This design comes from an exercise in tuning for small area on the open sky130 flow, not from production work. The RTL was checked by simulation tests, not by an equivalence proof against the original design.

==> flow/design.v (outline; a module is shown in full before it is edited, if it fits) <==
// module ddc_andn: 7 lines
// module ddc_aoi: 8 lines
// module ddc_fa: 10 lines
// module ddc_ha: 9 lines
// module ddc_inv: 6 lines
// module ddc_nand: 7 lines
// module ddc_nor: 7 lines
// module ddc_or: 7 lines
// module ddc_orn: 7 lines
// module ddc_pp: 10 lines
// module ddc_pp1: 8 lines
// module ddc_xnor: 7 lines
// module ddc_xor: 7 lines
// module ddc_nco: 404 lines
// module ddc_mul: 820 lines
// module ddc_mixer_lane: 26 lines
// module ddc_trig: 764 lines
// module ddc_g_a211oi_1: 9 lines
// module ddc_g_a21boi_0: 8 lines
// module ddc_g_a21oi_1: 8 lines
// module ddc_g_a22oi_1: 9 lines
// module ddc_g_a311oi_1: 10 lines
// module ddc_g_a31oi_1: 9 lines
// module ddc_g_a32o_1: 10 lines
// module ddc_g_clkinv_1: 6 lines
// module ddc_g_nand2_1: 7 lines
// module ddc_g_nand3_1: 8 lines
// module ddc_g_nor2_1: 7 lines
// module ddc_g_nor3_1: 8 lines
// module ddc_g_o211a_1: 9 lines
// module ddc_g_o211ai_1: 9 lines
// module ddc_g_o21a_1: 8 lines
// module ddc_g_o21ai_0: 8 lines
// module ddc_g_o22ai_1: 9 lines
// module ddc_g_o311ai_0: 10 lines
// module ddc_g_o31a_2: 9 lines
// module ddc_g_o31ai_1: 9 lines
// module ddc_g_o32ai_1: 10 lines
// module ddc_g_or2_2: 7 lines
// module ddc_g_xnor2_1: 7 lines
// module ddc_g_xor2_1: 7 lines
// module ddc_halfband_decim: 566 lines
// module ddc_top: 46 lines
module ddc_top (
    input  wire logic        i_clock,
    input  wire logic        i_rst_n,
    input  wire logic [31:0] i_sample,
    input  wire logic        i_valid,
    input  wire logic [31:0] i_phase_inc,
    input  wire logic        i_phase_inc_valid,
    output      logic [31:0] o_iq,
    output      logic        o_valid
);
  // ...
==> flow/flow/run.sh <==
#!/bin/bash
# Layout flow: the standard synthesis, unchanged; then every combinational cell in
# the synthesized netlist is set to its smallest drive strength (registers keep their
# cells), so that the resizer in the standard layout sizes up only what timing, slew
# and capacitance need; then the standard layout from floorplan to finish, with
# every port buffered by the smallest buffer (buf_1) instead of clkdlybuf4s50_1.
set -euo pipefail
R="$PWD/orfs/results/$FLOW_PLATFORM/ddc_top/base"
bash standard.sh synth > synth_run.log 2>&1
cp "$R/1_2_yosys.v" 1_2_yosys.standard.v
python3 flow/downsize.py "$FLOW_HOME/platforms/$FLOW_PLATFORM/lib/sky130_fd_sc_hd__tt_025C_1v80.lib" \
    1_2_yosys.standard.v "$R/1_2_yosys.v" > downsize.log 2>&1
rm -f "$R/1_synth.odb" "$R/1_synth.sdc"
bash standard.sh BUFFER_PORTS_ARGS="-buffer_cell sky130_fd_sc_hd__buf_1" finish > layout_run.log 2>&1
==> flow/flow/downsize.py <==
#!/usr/bin/env python3
"""downsize.py LIB IN.v OUT.v: give every combinational cell instance in IN.v the
smallest-area cell of the same function family (same name up to the drive suffix),
leaving flip-flops, latches and every other cell kind as they are."""
import re, sys

lib, src, dst = sys.argv[1:4]
area = {}
for m in re.finditer(r'cell\s*\(\s*"?(sky130_fd_sc_hd__\w+)"?\s*\)\s*\{.*?area\s*:\s*([\d.]+)', open(lib).read(), re.S):
    area[m.group(1)] = float(m.group(2))
family = {}
for c in area:
    m = re.match(r"(sky130_fd_sc_hd__[a-z0-9]+?)_(\d+)$", c)
    if m:
        family.setdefault(m.group(1), []).append(c)
KEEP = re.compile(r"sky130_fd_sc_hd__(df|edf|sdf|sedf|dl|sdl|conb|tap|fill|decap|diode|clk|lpflow|probe|macro)")
swap = {}
for base, cells in family.items():
    best = min(cells, key=lambda c: (area[c], c))
    for c in cells:
        if c != best and area[c] > area[best] and not KEEP.match(c):
            swap[c] = best
text = open(src).read()
count = {}
def rep(m):
    c = m.group(1)
    if c in swap:
        count[c] = count.get(c, 0) + 1
        return swap[c] + m.group(2)
    return m.group(0)
text = re.sub(r"\b(sky130_fd_sc_hd__\w+)(\s+\S+\s*\()", rep, text)
open(dst, "w").write(text)
saved = sum(n * (area[c] - area[swap[c]]) for c, n in count.items())
for c, n in sorted(count.items()):
    print(f"{n:6d} {c} -> {swap[c]}")
print(f"area saved before layout: {saved:.1f} um2")
==> flow/standard.sh <==
#!/bin/bash
# synth_recipe.tcl (not shown) runs the flow's synth.tcl, then flattens the netlist and writes it again
# the make line also repeats each setting of config.mk as NAME=value (left out here)
make -C /OpenROAD-flow-scripts/flow DESIGN_CONFIG=/design/flow/config.mk WORK_HOME=/design/flow/orfs CLKGATE_MAP_FILE= SYNTH_SCRIPT=/design/flow/synth_recipe.tcl "${@:-finish}"
==> flow/config.mk <==
export PLATFORM = sky130hd
export DESIGN_NAME = ddc_top
export DESIGN_NICKNAME = ddc_top
export VERILOG_FILES = /design/flow/design.v
export SDC_FILE = /design/flow/constraint.sdc
export NUM_CORES = 4
export LEC_CHECK = 0
export CAP_MARGIN = 20
export CORE_MARGIN = 2
export CORE_UTILIZATION = 40
export CTS_BUF_LIST = sky130_fd_sc_hd__clkbuf_8 sky130_fd_sc_hd__clkbuf_16
export CTS_CLUSTER_DIAMETER = 120
export CTS_CLUSTER_SIZE = 24
export GPL_TIMING_DRIVEN = 0
export SLEW_MARGIN = 20
export SYNTH_HIERARCHICAL = 1
==> flow/constraint.sdc <==
create_clock -name core_clock -period 10.0 [get_ports {i_clock}]
set_input_delay 2.0000 -clock core_clock [delete_from_list [all_inputs] [get_ports {i_clock}]]
set_output_delay 2.0000 -clock core_clock [all_outputs]
set_load 0.01 [all_outputs]
==> summary.txt, run 1 <==
Run status
  • Status: finished clean

Timing
  • Max Slew Vio Count: 0
  • Setup TNS: 0 ps
  • Hold violation total from the final report: 0
  • Fin crit share: 93.43%

Placement
  • I/O Buffers: 99
  • DP HPWL: 78340 µm

Drt
  • Final wirelength: 103300 µm
  • Met3 WL: 6019 µm
  • Via density: 5.605
  • Antenna-violating nets left: 0
  • Drt pass-1 iters: 6
  • Routed vias: 29520
  • Met1 Wirelength: 46220 µm

Critical path
  • CP Launch Type: register
  • Buffers plus inverters on the worst setup path: 4
  • Worst R2R Path Depth: 53
  • Worst reg2reg endpoint: a_i_q[15]
  • Max incr delay on CP: 510 ps
  • R2R Setup Slk: 660 ps

CTS
  • TritonCTS Sinks: 254
  • CTS tree: yes
  • Cts hold-fix bufs: 0
  • Clock Path Buffers: 3

Yosys
  • Avg Inst Size Synth: 9.721 µm²

Cells and area
  • Multi-input gate share of total cell area: 73.69%
  • Fraction of area in registers: 14.00%
  • Max FFs per register: 32
  • Buffering overhead: 6.266%
  • FF/Latch Area: 6093 µm²
  • Most frequent cells in the layout: xnor2_1 (652), a22oi_1 (456), fa_1 (410)
  • Multi-input gate area: 32060 µm²
  • Inverters: 158
  • Fin cells: 5267

GRT
  • GRT overflow: 0
  • Grt met3 use: 2.570%
  • GR peak layer: met2

Floorplan
  • Die Ht: 308.3 µm
==> run 2: changes to the inputs <==
--- a/flow/config.mk
+++ b/flow/config.mk
@@ -11,6 +11,5 @@
 export CTS_BUF_LIST = sky130_fd_sc_hd__clkbuf_8 sky130_fd_sc_hd__clkbuf_16
 export CTS_CLUSTER_DIAMETER = 120
 export CTS_CLUSTER_SIZE = 24
-export GPL_TIMING_DRIVEN = 0
 export SLEW_MARGIN = 20
 export SYNTH_HIERARCHICAL = 1
==> summary.txt, run 2 <==
Timing
  • Setup TNS: 0 ps (unchanged)
  • Max Slew Vio Count: 0 (unchanged)
  • Fin crit share: 91.38% (was 93.43%)
  • Fin crit period: 9138 ps (was 9343 ps)
  • Final setup vio count: 0 (unchanged)
  • Fmax: 0.1094 GHz (was 0.1070 GHz)
  • Max-Slew Margin vs Limit: 26.13% (was 24.09%)
  • Slew @ Worst Pin: 1108 ps (was 1137 ps)
  • Hold violation total from the final report: 0 (unchanged)
  • Post-Route Skew: 27.89 ps (was 30.39 ps)
  • PnR worst setup slack: 861.8 ps (was 656.9 ps)

Critical path
  • CP delay by family, top: compound AO/OA/AOI/OAI gates (unchanged)
  • Critical Path AT: 9610 ps (was 9760 ps)
  • Max incr delay on CP: 510 ps (about the same)
  • R2R Setup Slk: 860 ps (was 660 ps)
  • Slowest stage cell on the critical path: fa_1 (unchanged)
  • Worst R2R Path Depth: 47 (was 53)
  • CP Launch Type: register (unchanged)
  • CP most frequent cell: a21oi_1 (was a21oi_2)
  • Setup CP Type: register to register (unchanged)
  • Buffers plus inverters on the worst setup path: 5 (was 4)
  • Worst flop-to-flop path startpoint: nco_i.acc[24] (was nco_i.acc[25])
  • Worst reg2reg endpoint: a_i_q[15] (unchanged)
  • Critical Path End Type: register (unchanged)
  • Crit-path max FO: 12 (was 8)
  • Critical Path RT: 10470 ps (was 10410 ps)
  • Worst path depth: 47 (was 53)

CTS
  • Clock Latency Late Sink: 530 ps (was 540 ps)
  • Clk slew on worst S/H paths: 100 ps (about the same)
  • H-tree levels: 1 (unchanged)
  • CTS buffer count: 15 (was 16)
  • Clk root buf: clkbuf_16 (unchanged)
  • CTS tree: yes (unchanged)
  • Clock Path Buffers: 3 (unchanged)
  • TritonCTS Sinks: 254 (unchanged)

Floorplan
  • I/O Pins: 101 (unchanged)
  • Chip width: 308.3 µm (unchanged)
  • Core area: 91660 µm² (unchanged)
  • Die ar.: 95040 µm² (unchanged)
  • Initial Util: 40.41% (unchanged)
  • Die Ht: 308.3 µm (unchanged)
  • Core Rows: 111 (unchanged)

Cells and area
  • Ant. Diodes: 0 (was 1)
  • Share of layout cells above drive strength 1: 11.79% (was 13.87%)
  • Leading registers by flop count: nco_i.inc (32), nco_i.acc (31) (unchanged)
  • Most frequent cells in the layout: xnor2_1 (654), a22oi_1 (456), fa_1 (410) (was xnor2_1 (652), a22oi_1 (456), fa_1 (410))
  • Biggest register: nco_i.inc (unchanged)
  • Post-layout net count: 4782 (unchanged)
  • Post-route cell area: 41260 µm² (was 43510 µm²)
  • # fillers: 8872 (was 8548)
  • Growth of design area from synthesis to finish: 11.41% (was 17.48%)
  • Commonest non-fill, non-tap cell in the layout: xnor2_1 (unchanged)
  • Fin util: 45.02% (was 47.47%)
  • Max FFs per register: 32 (unchanged)

Drt
  • DRC errors left: 0 (unchanged)
  • Avg WL per Cell: 19.01 µm (was 19.61 µm)
  • Drt pass-1 iters: 6 (unchanged)
  • Via density: 5.508 (was 5.605)
  • Routed vias: 29000 (was 29520)
  • Antenna-violating nets left: 0 (unchanged)
  • 1st-iter DRT viols: 1945 (was 2082)
  • Final wirelength: 100100 µm (was 103300 µm)

Hold path
  • Worst hold start: hb_i_i.r1[17] (was hb_q_i.r1[0])
  • HP Class: register to register (unchanged)
  • WHS Path Cells: 1 (unchanged)
  • WHS Endpoint: hb_i_i.r1[17] (was hb_q_i.r1[0])

Yosys
  • Post-Syn Nets: 4522 (unchanged)
  • Synth warnings: 10 (unchanged)
  • Post-Synthesis Cells: 3810 (unchanged)
  • Synthesized area: 37040 µm² (unchanged)
  • Avg Inst Size Synth: 9.721 µm² (unchanged)

Placement
  • I/O Buffers: 100 (was 99)
  • Pre-CTS setup slack: 392.7 ps (was -1428 ps)
  • GPL Wtd Cong: 0.9267 (was 0.8848)
  • Post-DP Area: 40630 µm² (was 41900 µm²)
  • DP HPWL: 77440 µm (was 78340 µm)

GRT
  • Global-route wire length before repair: 165100 µm (was 169900 µm)
  • Tot GR Track Use: 21.41% (was 22.01%)
  • Initial antenna violation count: 0 (was 1)
  • Number of global-route vias before repair: 29910 (was 30560)
  • GRT overflow: 0 (unchanged)
  • Pin count of the biggest net entering global routing: 149 (was 32)

Run status
  • Status: finished clean (unchanged)

Job
  • Max-Cap Viols: 0 (unchanged)
==> run 2: how the worst max path moves through the flow <==
stage,slack (ps),end,from
finish,860,a_i_q[15],nco_i.acc[24]
global route,-5,b_i_q[15],nco_i.k_late[1]
CTS,370,a_q_q[15],nco_i.acc[24]
detailed placement,390,a_q_q[15],nco_i.acc[24]
global placement,510,a_q_q[15],nco_i.acc[24]
floorplan,540,a_i_q[15],nco_i.acc[25]
==> run 2: timing repair <==
item | in CTS | in global routing
hold buffers | 0 | 0
setup endpoints to repair | 0 | 18
buffers inserted | 0 | 0
resized for setup | 0 | 47
==> run 2: final cells by class <==
class	count	area (µm²)	area share, %
repair buffers	287	1871	4.533
clock buffers	15	375.4	0.9097
flip-flops and latches	254	6095	14.77
inverters	158	593.1	1.437
well taps	1186	1484	3.596
clock inverters	11	96.34	0.2335
multi-input cells	3354	30750	74.52
==> run 2: per-layer routing <==
layer	part of all wire (%)	up-vias	track usage (%)	wire, µm
li1	-	13720	-	-
met1	46	14330	29.96	45590
met2	46	804	34.74	46310
met3	5.3	151	2.680	5320
met4	2.9	0	6.001	2854
met5	0	-	0	0
==> run 2: per-stage QoR <==
step                      cells  hold slack, ps
after floorplan            3810           464.9
after global placement     5239           477.5
after detailed placement   5239           486.1
after CTS                  5265           511.2
after global routing       5265           530.3
final                      5265           501.1
==> run 3: changes to the inputs <==
--- a/flow/config.mk
+++ b/flow/config.mk
@@ -7,7 +7,7 @@
 export LEC_CHECK = 0
 export CAP_MARGIN = 20
 export CORE_MARGIN = 2
-export CORE_UTILIZATION = 40
+export CORE_UTILIZATION = 50
 export CTS_BUF_LIST = sky130_fd_sc_hd__clkbuf_8 sky130_fd_sc_hd__clkbuf_16
 export CTS_CLUSTER_DIAMETER = 120
 export CTS_CLUSTER_SIZE = 24
==> summary.txt, run 3 <==
Hold path
  • HP Class: register to register (unchanged)

Floorplan
  • Core Rows: 99 (was 111)
  • Die Ht: 276.2 µm (was 308.3 µm)
  • Die ar.: 76270 µm² (was 95040 µm²)
  • Chip width: 276.2 µm (was 308.3 µm)
  • Core area: 73210 µm² (was 91660 µm²)
  • Initial Util: 50.59% (was 40.41%)
  • I/O Pins: 101 (unchanged)

Timing
  • Final setup vio count: 0 (unchanged)
  • Fin crit period: 9248 ps (was 9138 ps)
  • Hold violation total from the final report: 0 (unchanged)
  • Fmax: 0.1081 GHz (was 0.1094 GHz)
  • Slew @ Worst Pin: 1048 ps (was 1108 ps)
  • Max-Slew Margin vs Limit: 29.86% (was 26.13%)
  • PnR worst setup slack: 752.4 ps (was 861.8 ps)
  • Fin crit share: 92.48% (was 91.38%)
  • Post-Route Skew: 28.86 ps (was 27.89 ps)
  • Max Slew Vio Count: 0 (unchanged)

Cells and area
  • Ant. Diodes: 0 (unchanged)
  • FF/Latch Area: 6093 µm² (was 6095 µm²)
  • Max FFs per register: 32 (unchanged)
  • Share of layout cells above drive strength 1: 11.60% (was 11.79%)
  • Multi-input gate area: 30730 µm² (was 30750 µm²)
  • Post-layout net count: 4778 (was 4782)
  • Growth of design area from synthesis to finish: 10.59% (was 11.41%)
  • Most frequent cells in the layout: xnor2_1 (653), a22oi_1 (456), fa_1 (410) (was xnor2_1 (654), a22oi_1 (456), fa_1 (410))
  • # fillers: 6618 (was 8872)
  • Biggest register: nco_i.inc (unchanged)
  • Leading registers by flop count: nco_i.inc (32), nco_i.acc (31) (unchanged)
  • Fin cells: 5035 (was 5265)
  • Commonest non-fill, non-tap cell in the layout: xnor2_1 (unchanged)

Critical path
  • R2R Setup Slk: 750 ps (was 860 ps)
  • CP Launch Type: register (unchanged)
  • Slowest stage cell on the critical path: fa_1 (unchanged)
  • CP most frequent cell: a21oi_1 (unchanged)
  • Max incr delay on CP: 570 ps (was 510 ps)
  • Critical Path AT: 9670 ps (was 9610 ps)
  • Critical Path RT: 10420 ps (was 10470 ps)
  • Worst reg2reg endpoint: a_q_q[15] (was a_i_q[15])
  • Worst flop-to-flop path startpoint: nco_i.acc[25] (was nco_i.acc[24])
  • Worst R2R Path Depth: 49 (was 47)
  • Crit path from: nco_i.acc[25] (was nco_i.acc[24])
  • Crit-path max FO: 16 (was 12)
  • Setup CP Type: register to register (unchanged)
  • Setup crit end: a_q_q[15] (was a_i_q[15])
  • Critical Path End Type: register (unchanged)

Drt
  • Final wirelength: 100600 µm (was 100100 µm)
  • 1st-iter DRT viols: 2111 (was 1945)
  • Antenna-violating nets left: 0 (unchanged)
  • DRC errors left: 0 (unchanged)
  • Via density: 5.755 (was 5.508)
  • Drt pass-1 iters: 5 (was 6)
  • Routed vias: 28980 (was 29000)
  • Avg WL per Cell: 19.98 µm (was 19.01 µm)

CTS
  • Clock Latency Late Sink: 540 ps (was 530 ps)
  • Clk slew on worst S/H paths: 100 ps (about the same)
  • TritonCTS Sinks: 254 (unchanged)
  • Clock Path Buffers: 3 (unchanged)
  • CTS tree: yes (unchanged)
  • Clk root buf: clkbuf_16 (unchanged)
  • CTS buffer count: 16 (was 15)
  • H-tree levels: 1 (unchanged)

GRT
  • Tot GR Track Use: 26.65% (was 21.41%)
  • Pin count of the biggest net entering global routing: 139 (was 149)
  • Global-route wire length before repair: 166000 µm (was 165100 µm)
  • Initial antenna violation count: 0 (unchanged)
  • GRT overflow: 0 (unchanged)
  • Number of global-route vias before repair: 30070 (was 29910)

Yosys
  • Synthesized area: 37040 µm² (unchanged)
  • Avg Inst Size Synth: 9.721 µm² (unchanged)
  • Post-Syn Nets: 4522 (unchanged)
  • Post-Synthesis Cells: 3810 (unchanged)
  • Synth warnings: 10 (unchanged)

Job
  • Max-Cap Viols: 0 (unchanged)

Placement
  • Pre-CTS setup slack: 504.7 ps (was 392.7 ps)
  • I/O Buffers: 100 (unchanged)
  • Placed Cells: 5007 (was 5239)
  • GPL Wtd Cong: 0.9248 (was 0.9267)
  • DP HPWL: 77970 µm (was 77440 µm)

Run status
  • Status: finished clean (unchanged)
## run 3: final cells by class
cell class / count / share of cell area, %
tap: 959 / 2.929
multi-input combinational: 3354 / 75.03
clock inverter: 10 / 0.2291
inverter: 158 / 1.448
timing repair buffer: 282 / 4.417
sequential: 254 / 14.88
clock buffer: 18 / 1.072
## run 3: critical path: cells and delay by family, from the launching register on
kind            cells  cell delay, ps
fa+ha+maj           4            1900
simple gates       14            2020
xor+xnor            3             480
flops               1             480
buf+inv             4             500
compound gates     24            3740
## run 3: layer usage
layer,track usage (%),vias to the layer above,part of all wire (%)
met3,3.363,126,5.6
li1,-,13700,-
met1,38.21,14340,46
met5,0,-,0
met2,43.15,810,46
met4,5.857,0,2.0
## run 3: worst min path at each step
stage | start | cells after the start | slack (ps) | endpoint
floorplan | hb_i_i.r1[11] | 1 | 460 | hb_i_i.r1[11]
global route | hb_q_i.r1[0] | 1 | 510 | hb_q_i.r1[0]
global placement | hb_q_i.r1[17] | 1 | 480 | hb_q_i.r1[17]
detailed placement | hb_i_i.r1[9] | 1 | 480 | hb_i_i.r1[9]
finish | hb_i_i.r1[17] | 1 | 510 | hb_i_i.r1[17]
CTS | hb_i_i.r1[17] | 1 | 510 | hb_i_i.r1[17]
## run 3: through the flow
| stage | setup TNS, ps | hold slack [ps] | cell area (µm²) | utilization [%] |
|---|---|---|---|---|
| 2_1_floorplan | 0 | 464.9 | 37040 | - |
| 3_3_place_gp | 0 | 476.1 | 40290 | 55.04 |
| 3_5_place_dp | 0 | 482.8 | 40290 | 55.04 |
| 4_1_cts | 0 | 507.7 | 40830 | 55.77 |
| 5_1_grt | -30.92 | 513.8 | 40960 | 55.95 |
| 6_report | 0 | 505.6 | 40960 | 55.95 |
## run 3: repair_timing
item | CTS | global route
hold buffers | 0 | 0
gates resized for setup | 0 | 38
endpoints found under the setup margin | 0 | 16
setup buffers | 0 | 0

## separate check: timing with driven ports
No port has a modelled driver above. Below, the same layouts with a new extraction and two added sets of constraints. Step 1 (the two cells are an assumption about what drives the block):
set clk [get_ports {i_clock}]
set_driving_cell -lib_cell sky130_fd_sc_hd__clkbuf_16 $clk
set_driving_cell -lib_cell sky130_fd_sc_hd__buf_2 [delete_from_list [all_inputs] $clk]
Step 2 adds t to the input delays and takes it off the output delays; t is the mean of the earliest and latest rising clock arrival at the registers after step 1. Input paths then give back, and output paths get back, about the clock's delay inside the block. Three values: ideal, step 1, step 2; two values: the first two.
run	t (ns)	slack for setup (ns)	hold slack, ns	latest minus earliest clock arrival (ns)	worst register clock-pin slew, ns
run 1	0.593	0.657 / 0.657 / 0.657	0.500 / 0.500 / 0.500	0.033 / 0.034	0.11 / 0.11
run 2	0.581	0.862 / 0.862 / 0.818	0.501 / 0.501 / 0.501	0.030 / 0.030	0.10 / 0.10
run 3	0.586	0.752 / 0.752 / 0.580	0.506 / 0.506 / 0.506	0.047 / 0.046	0.11 / 0.11
After both steps every run listed still meets setup and hold. For run 3, which loses most, drivers alone change the setup slack by 0.000 ns; drivers and shift together by -0.172 ns.
